Source: an optimization exercise on an open RTL-to-GDS flow (aim: small area). Production flows keep margins and buffers that such runs may drop. Function was checked by simulation only, so behaviour that the tests miss may differ from the original. Power figures rest on the tool's default switching activity, not on a simulated workload.

===== design/flow/config.mk =====
export PLATFORM = sky130hd
export DESIGN_NAME = tile_display_top
export DESIGN_NICKNAME = tile_display_top
export VERILOG_FILES = /design/flow/design.v
export SDC_FILE = /design/flow/constraint.sdc
export NUM_CORES = 4
export LEC_CHECK = 0
export CAP_MARGIN = 20
export CORE_MARGIN = 2
export CORE_UTILIZATION = 30
export PLACE_DENSITY = 0.5
export SLEW_MARGIN = 20

===== design/flow/constraint.sdc =====
create_clock -name core_clock -period 27.7 [get_ports {clk_36MHz}]
set_input_delay 5.5400 -clock core_clock [delete_from_list [all_inputs] [get_ports {clk_36MHz}]]
set_output_delay 5.5400 -clock core_clock [all_outputs]
set_load 0.01 [all_outputs]

===== design/flow/design.v =====
`default_nettype none
package video_timing_pkg;
   localparam int ACTIVE_H = 640;    
   localparam int ACTIVE_V = 480;    
   localparam int H_FP     = 32;     
   localparam int H_PULSE  = 48;     
   localparam int H_BP     = 112;    
   localparam int V_FP     = 1;      
   localparam int V_PULSE  = 3;      
   localparam int V_BP     = 25;     
   typedef logic [9:0] coord_t;
   typedef struct packed
   {
      logic red;
      logic green;
      logic blue;
   } rgb_t;
   typedef struct packed
   {
      logic   hsync;     
      logic   vsync;     
      rgb_t   colour;    
      coord_t x;         
      coord_t y;         
   } vga_out_t;
endpackage
`default_nettype wire
`default_nettype none
package tile_cmd_pkg;
   localparam int TILE_SHIFT = 5;                       
   localparam int GRID_COLS  = 20;                      
   localparam int GRID_ROWS  = 15;                      
   localparam int TILE_COUNT = GRID_COLS * GRID_ROWS;   
   typedef logic [8:0] tile_addr_t;    
   typedef enum logic
   {
      OP_TILE = 1'b0,    
      OP_BG   = 1'b1     
   } cmd_op_e;
   typedef struct packed
   {
      cmd_op_e              op;
      logic [4:0]           col;       
      logic [3:0]           row;       
      logic [2:0]           colour;    
      logic [2:0]           spare;
   } tile_write_t;
   typedef struct packed
   {
      cmd_op_e              op;
      logic [11:0]          spare;
      logic [2:0]           colour;    
   } bg_set_t;
   typedef union packed
   {
      tile_write_t tile;
      bg_set_t     bg;
   } cmd_u;
   typedef struct packed
   {
      logic                 valid;
      logic                 is_bg;     
      tile_addr_t           addr;
      logic [2:0]           colour;    
   } store_req_t;
endpackage
`default_nettype wire
`timescale 1ns/10ps
`default_nettype none
module cmd_decoder
(
   input  wire                      clk_36MHz,
   input  wire                      arst_n,
   input  wire                      req,
   input  tile_cmd_pkg::cmd_u  cmd,
   output logic                     ack,
   output tile_cmd_pkg::store_req_t store
);
   typedef enum logic [1:0]
   {
      S_IDLE,     
      S_ISSUE,    
      S_ACKD      
   } state_e;
   state_e     state;
   tile_cmd_pkg::cmd_u       cmd_q;       
   logic       in_range;    
   tile_cmd_pkg::store_req_t next_req;
   always_ff @(posedge clk_36MHz)
   begin
      if (state == S_IDLE && req && !ack)
         cmd_q <= cmd;
   end
   always_comb
   begin
      in_range = (cmd_q.tile.col < tile_cmd_pkg::GRID_COLS) && (cmd_q.tile.row < tile_cmd_pkg::GRID_ROWS);
      next_req = '0;
      if (cmd_q.tile.op == tile_cmd_pkg::OP_BG)
      begin
         next_req.valid  = 1'b1;
         next_req.is_bg  = 1'b1;
         next_req.colour = cmd_q.bg.colour;
      end
      else
      begin
         next_req.valid  = in_range;      
         next_req.addr   = tile_cmd_pkg::tile_addr_t'(cmd_q.tile.row) * tile_cmd_pkg::tile_addr_t'(tile_cmd_pkg::GRID_COLS)
                           + tile_cmd_pkg::tile_addr_t'(cmd_q.tile.col);
         next_req.colour = cmd_q.tile.colour;
      end
   end
   always_ff @(posedge clk_36MHz or negedge arst_n)
   begin
      if (!arst_n)
      begin
         state <= S_IDLE;
         ack   <= 1'b0;
         store <= '0;
      end
      else
      begin
         store.valid <= 1'b0;               
         ack         <= (state == S_ACKD);  
         case (state)
            S_IDLE:  if (req && !ack) state <= S_ISSUE;
            S_ISSUE:
            begin
               store <= next_req;
               state <= S_ACKD;
            end
            S_ACKD:  if (ack && !req) state <= S_IDLE;
            default: state <= S_IDLE;
         endcase
      end
   end
endmodule
`default_nettype wire
`timescale 1ns/10ps
`default_nettype none
module tile_store
(
   input  wire                          clk_36MHz,
   input  wire                          arst_n,
   input  tile_cmd_pkg::store_req_t store,
   input  tile_cmd_pkg::tile_addr_t rd_addr,
   output video_timing_pkg::rgb_t       tile_colour,
   output video_timing_pkg::rgb_t       bg_colour
);
   logic [2:0] mem [0:tile_cmd_pkg::TILE_COUNT-1];    
   always_ff @(posedge clk_36MHz or negedge arst_n)
   begin
      if (!arst_n)
      begin
         for (int i = 0; i < tile_cmd_pkg::TILE_COUNT; i++)
            mem[i] <= '0;
         bg_colour <= '0;
      end
      else if (store.valid)
      begin
         if (store.is_bg)
            bg_colour <= store.colour;        
         else
            mem[store.addr] <= store.colour;  
      end
   end
   always_ff @(posedge clk_36MHz or negedge arst_n)
   begin
      if (!arst_n)
         tile_colour <= '0;
      else if (rd_addr < tile_cmd_pkg::TILE_COUNT)
         tile_colour <= mem[rd_addr];
      else
         tile_colour <= '0;    
   end
endmodule
`default_nettype wire
`timescale 1ns/10ps
`default_nettype none
module vga_controller
#(
   parameter int ACTIVE_H = video_timing_pkg::ACTIVE_H,
   parameter int ACTIVE_V = video_timing_pkg::ACTIVE_V,
   parameter int H_FP     = video_timing_pkg::H_FP,
   parameter int H_PULSE  = video_timing_pkg::H_PULSE,
   parameter int H_BP     = video_timing_pkg::H_BP,
   parameter int V_FP     = video_timing_pkg::V_FP,
   parameter int V_PULSE  = video_timing_pkg::V_PULSE,
   parameter int V_BP     = video_timing_pkg::V_BP
)
(
   input  wire                           clk_36MHz,
   input  wire                           arst_n,
   output tile_cmd_pkg::tile_addr_t      rd_addr,
   input  video_timing_pkg::rgb_t   tile_colour,
   input  video_timing_pkg::rgb_t   bg_colour,
   output video_timing_pkg::vga_out_t    vga
);
   localparam int H_BLANK = H_FP + H_PULSE + H_BP;    
   localparam int V_BLANK = V_FP + V_PULSE + V_BP;    
   localparam int H_TOTAL = H_BLANK + ACTIVE_H;       
   localparam int V_TOTAL = V_BLANK + ACTIVE_V;       
   video_timing_pkg::coord_t h_cnt;
   video_timing_pkg::coord_t v_cnt;
   logic   hsync_c;
   logic   vsync_c;
   logic   active_c;
   video_timing_pkg::coord_t x_c;
   video_timing_pkg::coord_t y_c;
   logic   hsync_s1;
   logic   vsync_s1;
   logic   active_s1;
   video_timing_pkg::coord_t x_s1;
   video_timing_pkg::coord_t y_s1;
   video_timing_pkg::rgb_t   pix_colour;
   always_ff @(posedge clk_36MHz or negedge arst_n)
   begin
      if (!arst_n)
      begin
         h_cnt <= '0;
         v_cnt <= '0;
      end
      else if (h_cnt < video_timing_pkg::coord_t'(H_TOTAL - 1))
         h_cnt <= h_cnt + 1'b1;
      else
      begin
         h_cnt <= '0;                                  
         if (v_cnt < video_timing_pkg::coord_t'(V_TOTAL - 1))
            v_cnt <= v_cnt + 1'b1;
         else
            v_cnt <= '0;                               
      end
   end
   assign hsync_c  = !((h_cnt >= video_timing_pkg::coord_t'(H_FP)) && (h_cnt < video_timing_pkg::coord_t'(H_FP + H_PULSE)));
   assign vsync_c  = !((v_cnt >= video_timing_pkg::coord_t'(V_FP)) && (v_cnt < video_timing_pkg::coord_t'(V_FP + V_PULSE)));
   assign active_c = (h_cnt >= video_timing_pkg::coord_t'(H_BLANK)) && (v_cnt >= video_timing_pkg::coord_t'(V_BLANK));
   assign x_c = active_c ? h_cnt - video_timing_pkg::coord_t'(H_BLANK) : '0;
   assign y_c = active_c ? v_cnt - video_timing_pkg::coord_t'(V_BLANK) : '0;
   assign rd_addr = tile_cmd_pkg::tile_addr_t'(y_c >> tile_cmd_pkg::TILE_SHIFT) * tile_cmd_pkg::tile_addr_t'(tile_cmd_pkg::GRID_COLS)
                    + tile_cmd_pkg::tile_addr_t'(x_c >> tile_cmd_pkg::TILE_SHIFT);
   always_ff @(posedge clk_36MHz or negedge arst_n)
   begin
      if (!arst_n)
      begin
         hsync_s1  <= 1'b1;
         vsync_s1  <= 1'b1;
         active_s1 <= 1'b0;
         x_s1      <= '0;
         y_s1      <= '0;
      end
      else
      begin
         hsync_s1  <= hsync_c;
         vsync_s1  <= vsync_c;
         active_s1 <= active_c;
         x_s1      <= x_c;
         y_s1      <= y_c;
      end
   end
   assign pix_colour = !active_s1           ? '0 :
                       (tile_colour != '0) ? tile_colour : bg_colour;
   always_ff @(posedge clk_36MHz or negedge arst_n)
   begin
      if (!arst_n)
      begin
         vga.hsync  <= 1'b1;
         vga.vsync  <= 1'b1;
         vga.colour <= '0;
         vga.x      <= '0;
         vga.y      <= '0;
      end
      else
      begin
         vga.hsync  <= hsync_s1;
         vga.vsync  <= vsync_s1;
         vga.colour <= pix_colour;
         vga.x      <= x_s1;     
         vga.y      <= y_s1;
      end
   end
endmodule
`default_nettype wire
`timescale 1ns/10ps
`default_nettype none
module tile_display_top
#(
   parameter int ACTIVE_H = video_timing_pkg::ACTIVE_H,
   parameter int ACTIVE_V = video_timing_pkg::ACTIVE_V,
   parameter int H_FP     = video_timing_pkg::H_FP,
   parameter int H_PULSE  = video_timing_pkg::H_PULSE,
   parameter int H_BP     = video_timing_pkg::H_BP,
   parameter int V_FP     = video_timing_pkg::V_FP,
   parameter int V_PULSE  = video_timing_pkg::V_PULSE,
   parameter int V_BP     = video_timing_pkg::V_BP
)
(
   input  wire                             clk_36MHz,
   input  wire                             arst_n,
   input  wire                             req,
   input  wire [15:0]                      cmd,    
   output wire                             ack,
   output wire [24:0]                      vga     
);
   tile_cmd_pkg::store_req_t   store;          
   tile_cmd_pkg::tile_addr_t   rd_addr;        
   video_timing_pkg::rgb_t     tile_colour;
   video_timing_pkg::rgb_t     bg_colour;
   tile_cmd_pkg::cmd_u         cmd_w;
   video_timing_pkg::vga_out_t vga_w;
   assign cmd_w = cmd;
   assign vga   = vga_w;
   cmd_decoder u_decoder
   (
      .clk_36MHz (clk_36MHz),
      .arst_n    (arst_n),
      .req       (req),
      .cmd       (cmd_w),
      .ack       (ack),
      .store     (store)
   );
   tile_store u_store
   (
      .clk_36MHz   (clk_36MHz),
      .arst_n      (arst_n),
      .store       (store),
      .rd_addr     (rd_addr),
      .tile_colour (tile_colour),
      .bg_colour   (bg_colour)
   );
   vga_controller
   #(
      .ACTIVE_H (ACTIVE_H),
      .ACTIVE_V (ACTIVE_V),
      .H_FP     (H_FP),
      .H_PULSE  (H_PULSE),
      .H_BP     (H_BP),
      .V_FP     (V_FP),
      .V_PULSE  (V_PULSE),
      .V_BP     (V_BP)
   )
   u_vga
   (
      .clk_36MHz   (clk_36MHz),
      .arst_n      (arst_n),
      .rd_addr     (rd_addr),
      .tile_colour (tile_colour),
      .bg_colour   (bg_colour),
      .vga         (vga_w)
   );
endmodule
`default_nettype wire

===== design/flow/run.sh =====
#!/bin/bash
# synth_recipe.tcl (not shown) runs the flow's synth.tcl, then flattens the netlist and writes it again
# the make line also repeats each setting of config.mk as NAME=value (left out here)
make -C /OpenROAD-flow-scripts/flow DESIGN_CONFIG=/design/flow/config.mk WORK_HOME=/design/flow/orfs CLKGATE_MAP_FILE= SYNTH_SCRIPT=/design/flow/synth_recipe.tcl finish

==> notes.md <==
[layout by cell type, fill, tap and decap left out, drive strengths merged, types with 32 or more instances in the layout]
cell type      netlist  final
nor3                94     94
dfrtp              987    987
nand4               83     83
buf                 66    230
clkdlybuf4s50        0     43
o2111ai             32     32
clkbuf             277    159
a21oi              102    102
nand2              347    347
a211oi              39     39
and3                48     48
a32oi               44     44
nand3              135    135
o21ai              102    102
nor4                47     47
a22oi              159    159
nor2               273    273
mux2               903    903
o211ai              39     39
a22o                55     55
o22ai               44     44
[area by class of cell]
type	instances	area [sq um]	share of cell area, %
diodes	20	50.0	0.0863
clock buffers	159	3330	5.73
clock inverters	56	781	1.35
inverters	20	75.1	0.129
multi-input cells	2980	23500	40.5
flip-flops and latches	1007	25300	43.6
well taps	2189	2740	4.72
repair buffers	273	2230	3.85
[metrics by stage]
| stage | cells | setup WS [ns] | instance area (sq um) | hold WS (ns) | power, mW |
|---|---|---|---|---|---|
| floorplan | 4350 | 20.00 | 49700 | 0.331 | 1.86 |
| global placement | 6467 | 17.93 | 53800 | 0.332 | 2.16 |
| detailed placement | 6468 | 17.88 | 53800 | 0.335 | 2.17 |
| CTS | 6683 | 18.15 | 57900 | 0.348 | 3.84 |
| global route | 6685 | 17.67 | 58000 | 0.356 | 3.94 |
| finish | 6704 | 17.69 | 58000 | 0.343 | 3.84 |
[routing by layer]
layer | wire length [um] | up-vias | share of wire (%) | track usage, %
met3 | 29400 | 779 | 9.1 | 9.51
met4 | 26900 | 24 | 8.3 | 26.3
met2 | 134000 | 2794 | 42 | 53.8
met5 | 258 | - | 0.080 | 0
met1 | 132000 | 23200 | 41 | 49.4
li1 | - | 16500 | - | -
[path summary, 6_finish.rpt]
check,start,to,cells past startpoint
worst min register to register,u_vga.y_s1[4],u_vga.vga[4],0
worst max-delay path,u_vga.h_cnt[6],u_store.tile_colour[2],20
worst max register to register,u_vga.h_cnt[6],u_store.tile_colour[2],20
max in group asynchronous,arst_n,u_store.mem[280][2],5
min in group asynchronous,arst_n,u_store.mem[217][0],1
worst min-delay path,u_vga.y_s1[4],u_vga.vga[4],0
[power by group]
group	switching (mW)	internal, mW	leakage, nW
Clock	0.691	0.990	2.01
Combinational	0.399	0.100	9.67
Sequential	0.125	1.53	13.9
Total	1.22	2.62	25.6
[logic make-up (layout without fill, tap and decap cells)]
kind of cell / count (synthesis) / count (layout) / share of synthesized area [%]
compound gates: 860 / 860 / 13.0
xor+xnor: 30 / 30 / 0.587
fa+ha+maj: 28 / 28 / 0.766
buf+inv: 363 / 508 / 2.88
flops: 1007 / 1007 / 50.9
mux: 921 / 921 / 20.9
other cells: 0 / 20 / 0
simple gates: 1141 / 1141 / 11.0
[registers in the layout, indices dropped and copies added (netlist names)]
signal,cells
u_store.tile_colour,3
u_vga.h_cnt,10
u_vga.vsync_s1,1
u_vga.x_s1,10
u_vga.vga,25
u_store.mem,900
u_vga.v_cnt,10
u_decoder.cmd_q,16
u_decoder.ack,1
u_store.bg_colour,3
u_vga.y_s1,10
u_vga.hsync_s1,1
u_decoder.store,14
u_decoder.state,2
u_vga.active_s1,1
[worst reg2reg max path, delay by kind of cell, from the launching register on]
| family | cells | cell delay, ns |
|---|---|---|
| compound gates | 8 | 3.39 |
| fa+ha+maj | 3 | 1.46 |
| buf+inv | 2 | 0.55 |
| flops | 1 | 0.95 |
| simple gates | 7 | 3.50 |
==> impl_metrics.json <==
{
  "die_w_um": 411,
  "synth_cells": 4350,
  "setup_viol": 0,
  "cp_num_buf_inv": 2,
  "die_area_sq_um": 169000,
  "endpoint_kind": "register",
  "vias_per_cell": 6.47,
  "cts_sinks": 1007,
  "fin_crit_sh_pct": 36.1,
  "post-route-min-period_ns": 10.01,
  "ctsHoldBuffers": 0,
  "grtUsageTotal_pct": 37.6,
  "max_stage_delay_ns": 1.12,
  "detail-route-antenna-nets": 0,
  "power_density_nw_per_um2": 66.2,
  "synth_ff_type": "dfrtp_1",
  "final_nets": 4445,
  "wire_per_inst_um": 48.1,
  "fin_util_pct": 35.2,
  "clock_path_buffers": 3,
  "cts_made_buffers": 116,
  "required_ns": 28.38,
  "synth_edf_count": 16,
  "synthTopCellsByArea": "dfrtp_1, mux2_2, nand2_1",
  "n_fill_cell": 16500,
  "worst-path-max-fanout": 36,
  "synthesis.area_sq_um": 49700,
  "synthToLayoutAreaGrowth_pct": 16.8,
  "crit_type": "reg2reg",
  "firstDrtPassIters": 6,
  "dr.first_iter.drc_count": 6883,
  "hp-class": "reg2reg",
  "num_vias": 43400,
  "r2r_slack_ns": 17.69,
  "relSlewSlack_pct": 9.06,
  "root_buffer": "clkbuf_16",
  "io-pin-count": 45,
  "synth_cell_type_count": 103,
  "cts_tree": "yes",
  "fin_tns_setup_ns": 0,
  "peakVddDrop_uv": 59.6,
  "worst_pin_slew_ns": 1.36,
  "fin_worst_skew_ns": 0.0530,
  "status": "no timing/DRC/antenna violations",
  "drc": 0,
  "startpoint_type": "register",
  "synth_common_cells": "dfrtp_1, mux2_2, nand2_1",
  "layout-drive-gt1-share_pct": 32.4,
  "seq_area_frac_synth_pct": 50.9,
  "finalHoldViolCount": 0,
  "ys_ff_latch": 1007,
  "grt_max_degree": 171,
  "crit_chain": "nand2_1 > o41ai_4 > o21ai_4 > nor2_1 > ha_1 > ha_1 > fa_1 > nand2_1 > or3_1 > o21ai_1 > o211ai_1 > buf_4 > buf_4 > nand3_1 > o22ai_1 > a311oi_1 > nand4_1 > nor4_1 > o2111ai_1 > o211a_1",
  "fp.dieH_um": 411,
  "grt_pass1_wl_um": 418000,
  "cp_top_family": "simple AND/OR/NAND/NOR gates",
  "first_global_vias": 41200,
  "cp.arrival_ns": 10.69,
  "grt_setup_unrepaired": "no",
  "path_clk_slew_ns": 0.08,
  "insertion_delay_ns": 0.84,
  "dp_hpwl_um": 236000,
  "asyncSetResetFlopFracSynth_pct": 98.4,
  "drv_slew": 0,
  "postCtsSetupBuffers": 0,
  "ys_warn_count": 4,
  "yosysTopAreaCell": "dfrtp_1",
  "core_region_area_sq_um": 165000,
  "post_cts_resized": 0,
  "synth_top_area_share_pct": 49.7,
  "syn_avg_cell_area_sq_um": 11.4,
  "wl_um": 323000,
  "cap_violations": 0,
  "gp_congestion": 1.08,
  "fmax_mhz": 99.9,
  "rows": 149,
  "initial_utilization_pct": 30.1,
  "grt-ovfl-total": 0,
  "slowest_stage": "nor4_1",
  "p_leak_nw": 25.6,
  "cts_max_level": 3,
  "synth_fp_nets": 4397,
  "io_buffers": 44,
  "antenna_found_initial": 50,
  "synth.most_common_cell": "dfrtp_1"
}

[re-timing with driven ports]
How much do the figures lean on ideal ports? The routed layout below was timed once more, with nothing changed but the port constraints. Step 1 (the two cells are an assumption about what drives the block):
set clk [get_ports {clk_36MHz}]
set_driving_cell -lib_cell sky130_fd_sc_hd__clkbuf_16 $clk
set_driving_cell -lib_cell sky130_fd_sc_hd__buf_2 [delete_from_list [all_inputs] $clk]
Step 2 adds t to the input delays and takes it off the output delays; t is the mean of the earliest and latest rising clock arrival at the registers after step 1. Input paths then give back, and output paths get back, about the clock's delay inside the block. a / b / c = no drivers / after step 1 / after step 2; a / b = the first two.
shift t [ns]: 0.905
setup WS [ns]: 17.688 / 17.688 / 17.688
worst setup path at the end: register to register
After both steps this run still meets setup and hold. For this run, drivers alone change the setup slack by 0.000 ns; drivers and shift together by 0.000 ns.
